Background: an optimization exercise with open tools, aiming at small area. Do not read the settings as production practice. Where RTL was checked, it was by simulation tests only, not by an equivalence proof against the original.

==> flow/design.v <==
package alb_pkg;
    localparam int SAMPLE_W   = 10;     
    localparam int LEVEL_W    = 5;      
    localparam int CFG_W      = 4;      
    localparam int CFG_IDX_W  = 2;
    localparam int WINDOW_LEN = 10;
    localparam int SUM_W      = 14;     
endpackage
module alb_window (
    input  logic                          aclk,
    input  logic                          aresetn,
    input  logic                          upd,       
    input  logic [alb_pkg::SAMPLE_W-1:0]  in_sample,
    output logic [alb_pkg::SUM_W-1:0]     sum
);
    localparam int N = alb_pkg::WINDOW_LEN;
    localparam int W = alb_pkg::SUM_W;
    logic [alb_pkg::SAMPLE_W-1:0] ent [N];    
    logic [3:0]                   cnt;        
    logic                         first;
    logic [W-1:0]                 op_a, op_b, op_c, csa_s, csa_c, sum_next;
    assign first = (cnt == 4'd0);
    assign op_a = sum | ({14{first}} & {in_sample, 3'b000});
    assign op_b = first ? 14'({in_sample, 1'b0}) : 14'(in_sample);
    assign op_c = first ? 14'd0 : ~{4'b0000, ent[N-1]};
    always_comb begin
        logic c;
        csa_s    = op_a ^ op_b ^ op_c;
        csa_c    = {(op_a[W-2:0] & op_b[W-2:0]) | (op_a[W-2:0] & op_c[W-2:0]) | (op_b[W-2:0] & op_c[W-2:0]), !first};
        c        = 1'b0;
        for (int i = 0; i < W; i++) begin
            sum_next[i] = csa_s[i] ^ csa_c[i] ^ c;
            c           = (csa_s[i] & csa_c[i]) | (csa_s[i] & c) | (csa_c[i] & c);
        end
    end
    always_ff @(posedge aclk) begin
        if (upd) begin
            ent[0] <= in_sample;
            for (int i = 1; i < N - 1; i++) begin
                ent[i] <= ent[i-1];
            end
        end
        if (upd && (first || cnt == 4'(N))) begin
            ent[N-1] <= first ? in_sample : ent[N-2];
        end
    end
    always_ff @(posedge aclk) begin
        if (!aresetn) begin
            cnt <= '0;
            sum <= '0;
        end else if (upd) begin
            if (cnt != 4'(N)) begin
                cnt <= cnt + 4'd1;
            end
            sum <= sum_next;
        end
    end
endmodule
module alb_scale (
    input  logic                       aclk,
    input  logic                       aresetn,
    input  logic                       in_valid,
    output logic                       in_ready,
    input  logic [alb_pkg::SUM_W-1:0]  sum,
    output logic                       out_valid,
    input  logic                       out_ready,
    input  logic [alb_pkg::CFG_W-1:0]  min_level,
    input  logic [alb_pkg::CFG_W-1:0]  max_level,
    output logic [alb_pkg::CFG_W-1:0]  quot
);
    function automatic [3:0] div5_step(input [3:0] v);
        case (v)
            4'd5:    div5_step = {1'b1, 3'd0};
            4'd6:    div5_step = {1'b1, 3'd1};
            4'd7:    div5_step = {1'b1, 3'd2};
            4'd8:    div5_step = {1'b1, 3'd3};
            4'd9:    div5_step = {1'b1, 3'd4};
            default: div5_step = {1'b0, v[2:0]};
        endcase
    endfunction
    function automatic [13:0] add14(input [13:0] a, input [13:0] b, input cin);
        logic c;
        c = cin;
        for (int i = 0; i < 14; i++) begin
            add14[i] = a[i] ^ b[i] ^ c;
            c        = (a[i] & b[i]) | (a[i] & c) | (b[i] & c);
        end
    endfunction
    logic        va_reg, vq_reg, ra, rq;
    logic [9:0]  avg, a, a_reg;
    logic        zero_reg;
    logic [3:0]  d;
    logic [13:0] p;
    logic        c;
    logic [3:0]  quot_next, quot_reg;
    assign rq       = !vq_reg || out_ready;
    assign ra       = !va_reg || rq;
    assign in_ready = ra;
    always_comb begin
        logic [2:0] r;
        logic [3:0] o;
        r = sum[13:11];
        for (int i = 9; i >= 0; i--) begin
            o      = div5_step({r, sum[i+1]});
            avg[i] = o[3];
            r      = o[2:0];
        end
    end
    always_comb begin
        logic z;
        z = 1'b1;
        for (int i = 0; i < 10; i++) begin
            a[i] = avg[i] ^ z;
            z    = z & !avg[i];
        end
    end
    always_comb begin
        logic b;
        b = 1'b0;
        for (int i = 0; i < 4; i++) begin
            d[i] = max_level[i] ^ min_level[i] ^ b;
            b    = (!max_level[i] & min_level[i]) | (!(max_level[i] ^ min_level[i]) & b);
        end
    end
    always_comb begin
        logic [13:0] acc;
        acc = d[0] ? 14'(a_reg) << 1 : 14'(a_reg);
        acc = add14(acc, d[1] ? 14'(a_reg) << 1 : 14'd0, 1'b0);
        acc = add14(acc, d[2] ? 14'(a_reg) << 2 : 14'd0, 1'b0);
        acc = add14(acc, d[3] ? 14'(a_reg) << 3 : 14'd0, 1'b0);
        p   = acc;
    end
    always_comb begin
        logic cc;
        cc = 1'b1;
        for (int i = 0; i < 4; i++) begin
            cc = (p[i] & p[10+i]) | (p[i] & cc) | (p[10+i] & cc);
        end
        c  = cc & (&p[9:4]);
        cc = c;
        for (int i = 0; i < 4; i++) begin
            quot_next[i] = p[10+i] ^ cc;
            cc           = cc & p[10+i];
        end
        if (zero_reg) begin
            quot_next = 4'd0;
        end
    end
    always_ff @(posedge aclk) begin
        if (!aresetn) begin
            va_reg <= 1'b0;
            vq_reg <= 1'b0;
        end else begin
            if (ra) begin
                va_reg <= in_valid;
            end
            if (rq) begin
                vq_reg <= va_reg;
            end
        end
    end
    always_ff @(posedge aclk) begin
        if (in_valid && ra) begin
            a_reg    <= a;
            zero_reg <= (avg == 10'd0);
        end
        if (va_reg && rq) begin
            quot_reg <= quot_next;
        end
    end
    assign out_valid = vq_reg;
    assign quot      = quot_reg;
endmodule
module alb_level (
    input  logic [alb_pkg::CFG_W-1:0]  min_level,
    input  logic [alb_pkg::CFG_W-1:0]  max_level,
    input  logic [alb_pkg::CFG_W-1:0]  quot,
    input  logic [alb_pkg::CFG_W-1:0]  level,
    output logic [alb_pkg::CFG_W-1:0]  target,
    output logic [alb_pkg::CFG_W-1:0]  level_next,
    output logic                       moved
);
    always_comb begin
        if (min_level > max_level) begin
            target = min_level - 4'd1;
        end else begin
            target = max_level - quot;
        end
    end
    always_comb begin
        level_next = level;
        moved      = 1'b1;
        if (target > level) begin
            level_next = level + 4'd1;
        end else if (target < level) begin
            level_next = level - 4'd1;
        end else begin
            moved      = 1'b0;
        end
    end
endmodule
module ambient_light_brightness_tracker (
    input  logic                  aclk,
    input  logic                  aresetn,
    input  logic                  cfg_wr_en,
    input  logic [alb_pkg::CFG_IDX_W-1:0]  cfg_index,
    input  logic [alb_pkg::CFG_W-1:0]      cfg_wdata,
    input  logic                  s_valid,
    output logic                  s_ready,
    input  logic [alb_pkg::SAMPLE_W-1:0]   s_light_sample,
    output logic                  m_valid,
    input  logic                  m_ready,
    output logic signed [alb_pkg::LEVEL_W-1:0] m_level,
    output logic                  m_level_written,
    output logic signed [alb_pkg::LEVEL_W-1:0] m_target_level
);
    logic                        auto_enable;
    logic [alb_pkg::CFG_W-1:0]   manual_level, min_level, max_level;
    logic                        v1, r1, r2, upd;
    logic [alb_pkg::SUM_W-1:0]   sum;
    logic [alb_pkg::CFG_W-1:0]   quot, target, level_reg, level_next;
    logic                        moved;
    always_ff @(posedge aclk) begin
        if (!aresetn) begin
            auto_enable  <= 1'b1;
            manual_level <= 4'd8;
            min_level    <= 4'd0;
            max_level    <= 4'd15;
        end else if (cfg_wr_en) begin
            case (cfg_index)
                2'd0: auto_enable  <= cfg_wdata[0];
                2'd1: manual_level <= cfg_wdata;
                2'd2: min_level    <= cfg_wdata;
                2'd3: max_level    <= cfg_wdata;
                default: ;
            endcase
        end
    end
    assign r1      = !v1 || r2;
    assign s_ready = r1;
    assign upd     = s_valid && r1 && auto_enable;
    alb_window u_window (
        .aclk      (aclk),
        .aresetn   (aresetn),
        .upd       (upd),
        .in_sample (s_light_sample),
        .sum       (sum)
    );
    alb_scale u_scale (
        .aclk      (aclk),
        .aresetn   (aresetn),
        .in_valid  (v1),
        .in_ready  (r2),
        .sum       (sum),
        .out_valid (m_valid),
        .out_ready (m_ready),
        .min_level (min_level),
        .max_level (max_level),
        .quot      (quot)
    );
    alb_level u_level (
        .min_level  (min_level),
        .max_level  (max_level),
        .quot       (quot),
        .level      (level_reg),
        .target     (target),
        .level_next (level_next),
        .moved      (moved)
    );
    always_ff @(posedge aclk) begin
        if (!aresetn) begin
            v1        <= 1'b0;
            level_reg <= '0;
        end else begin
            if (r1) begin
                v1 <= s_valid;
            end
            if (m_valid && m_ready && auto_enable) begin
                level_reg <= level_next;
            end
        end
    end
    assign m_level         = auto_enable ? {1'b0, level_next} : {1'b0, manual_level};
    assign m_level_written = auto_enable ? moved : 1'b1;
    assign m_target_level  = auto_enable ? {1'b0, target} : 5'd0;
endmodule
clock: 7.0 ns
lec_check: 0
abc_area: 1
cap_margin: 20
core_margin: 2
core_utilization: 40
place_density: 0.6
slew_margin: 20
run.sh (not shown) runs the stock make flow with config.mk's settings and CLKGATE_MAP_FILE= SYNTH_SCRIPT=/design/flow/synth_recipe.tcl, a recipe that flattens the netlist after the stock synthesis.
The starting point ran to the end with violations: negative setup slack.
Then changed:
--- a/flow/design.v
+++ b/flow/design.v
@@ -87,13 +87,16 @@
         end
     endfunction
-    logic        va_reg, vq_reg, ra, rq;
+    logic        va_reg, vp_reg, vq_reg, ra, rp, rq;
     logic [9:0]  avg, a, a_reg;
     logic        zero_reg;
     logic [3:0]  d;
     logic [13:0] p;
+    logic [3:0]  p_hi_reg, p_lo_reg;
+    logic        p_ones_reg, zero_p_reg;
     logic        c;
     logic [3:0]  quot_next, quot_reg;
     assign rq       = !vq_reg || out_ready;
-    assign ra       = !va_reg || rq;
+    assign rp       = !vp_reg || rq;
+    assign ra       = !va_reg || rp;
     assign in_ready = ra;
     always_comb begin
@@ -135,13 +138,13 @@
         cc = 1'b1;
         for (int i = 0; i < 4; i++) begin
-            cc = (p[i] & p[10+i]) | (p[i] & cc) | (p[10+i] & cc);
-        end
-        c  = cc & (&p[9:4]);
+            cc = (p_lo_reg[i] & p_hi_reg[i]) | (p_lo_reg[i] & cc) | (p_hi_reg[i] & cc);
+        end
+        c  = cc & p_ones_reg;
         cc = c;
         for (int i = 0; i < 4; i++) begin
-            quot_next[i] = p[10+i] ^ cc;
-            cc           = cc & p[10+i];
-        end
-        if (zero_reg) begin
+            quot_next[i] = p_hi_reg[i] ^ cc;
+            cc           = cc & p_hi_reg[i];
+        end
+        if (zero_p_reg) begin
             quot_next = 4'd0;
         end
@@ -150,4 +153,5 @@
         if (!aresetn) begin
             va_reg <= 1'b0;
+            vp_reg <= 1'b0;
             vq_reg <= 1'b0;
         end else begin
@@ -155,6 +159,9 @@
                 va_reg <= in_valid;
             end
+            if (rp) begin
+                vp_reg <= va_reg;
+            end
             if (rq) begin
-                vq_reg <= va_reg;
+                vq_reg <= vp_reg;
             end
         end
@@ -165,5 +172,11 @@
             zero_reg <= (avg == 10'd0);
         end
-        if (va_reg && rq) begin
+        if (va_reg && rp) begin
+            p_hi_reg   <= p[13:10];
+            p_lo_reg   <= p[3:0];
+            p_ones_reg <= &p[9:4];
+            zero_p_reg <= zero_reg;
+        end
+        if (vp_reg && rq) begin
             quot_reg <= quot_next;
         end
What happened: Now the flow completed with no timing, DRC or antenna violations; via count rose by 0.43%; global-route usage fell by 0.30 points; utilization fell by 1.5 points; sequential share of layout area rose by 2.7 points; clock-buffer cell count fell by 1; final area rose by 0.92%; non-clock buffer count fell by 23; setup slack is better by 0.93 ns; synthesized area rose by 4.1%; critical path depth fell by 9; first-iteration DRC count fell by 1.4%.
For the first run of this note, only the layout was checked, not whether the RTL still works.

-- separate check: timing with driven ports --
The flow's constraints put no driver on any port. The routed layouts listed below were extracted and timed again, unchanged, in two steps. Step 1 (the two cells are an assumption about what drives the block):
set clk [get_ports {aclk}]
set_driving_cell -lib_cell sky130_fd_sc_hd__clkbuf_16 $clk
set_driving_cell -lib_cell sky130_fd_sc_hd__buf_2 [delete_from_list [all_inputs] $clk]
Step 2 adds t to the input delays and takes it off the output delays; t is the mean of the earliest and latest rising clock arrival at the registers after step 1. Input paths then give back, and output paths get back, about the clock's delay inside the block. Slacks: ideal / step 1 / step 2; pairs: ideal / step 1.
| run | shift t [ns] | setup WS [ns] | worst data-port slew with drivers (ns) |
|---|---|---|---|
| the first run | 0.462 | -0.736 / -0.736 / -0.736 | 0.04 |
| the second run | 0.469 | 0.197 / 0.197 / -0.075 | 0.04 |
With both steps, setup timing fails in the second run, where it was met with ideal ports. For the second run, which loses most, drivers alone change the setup slack by 0.000 ns; drivers and shift together by -0.272 ns.
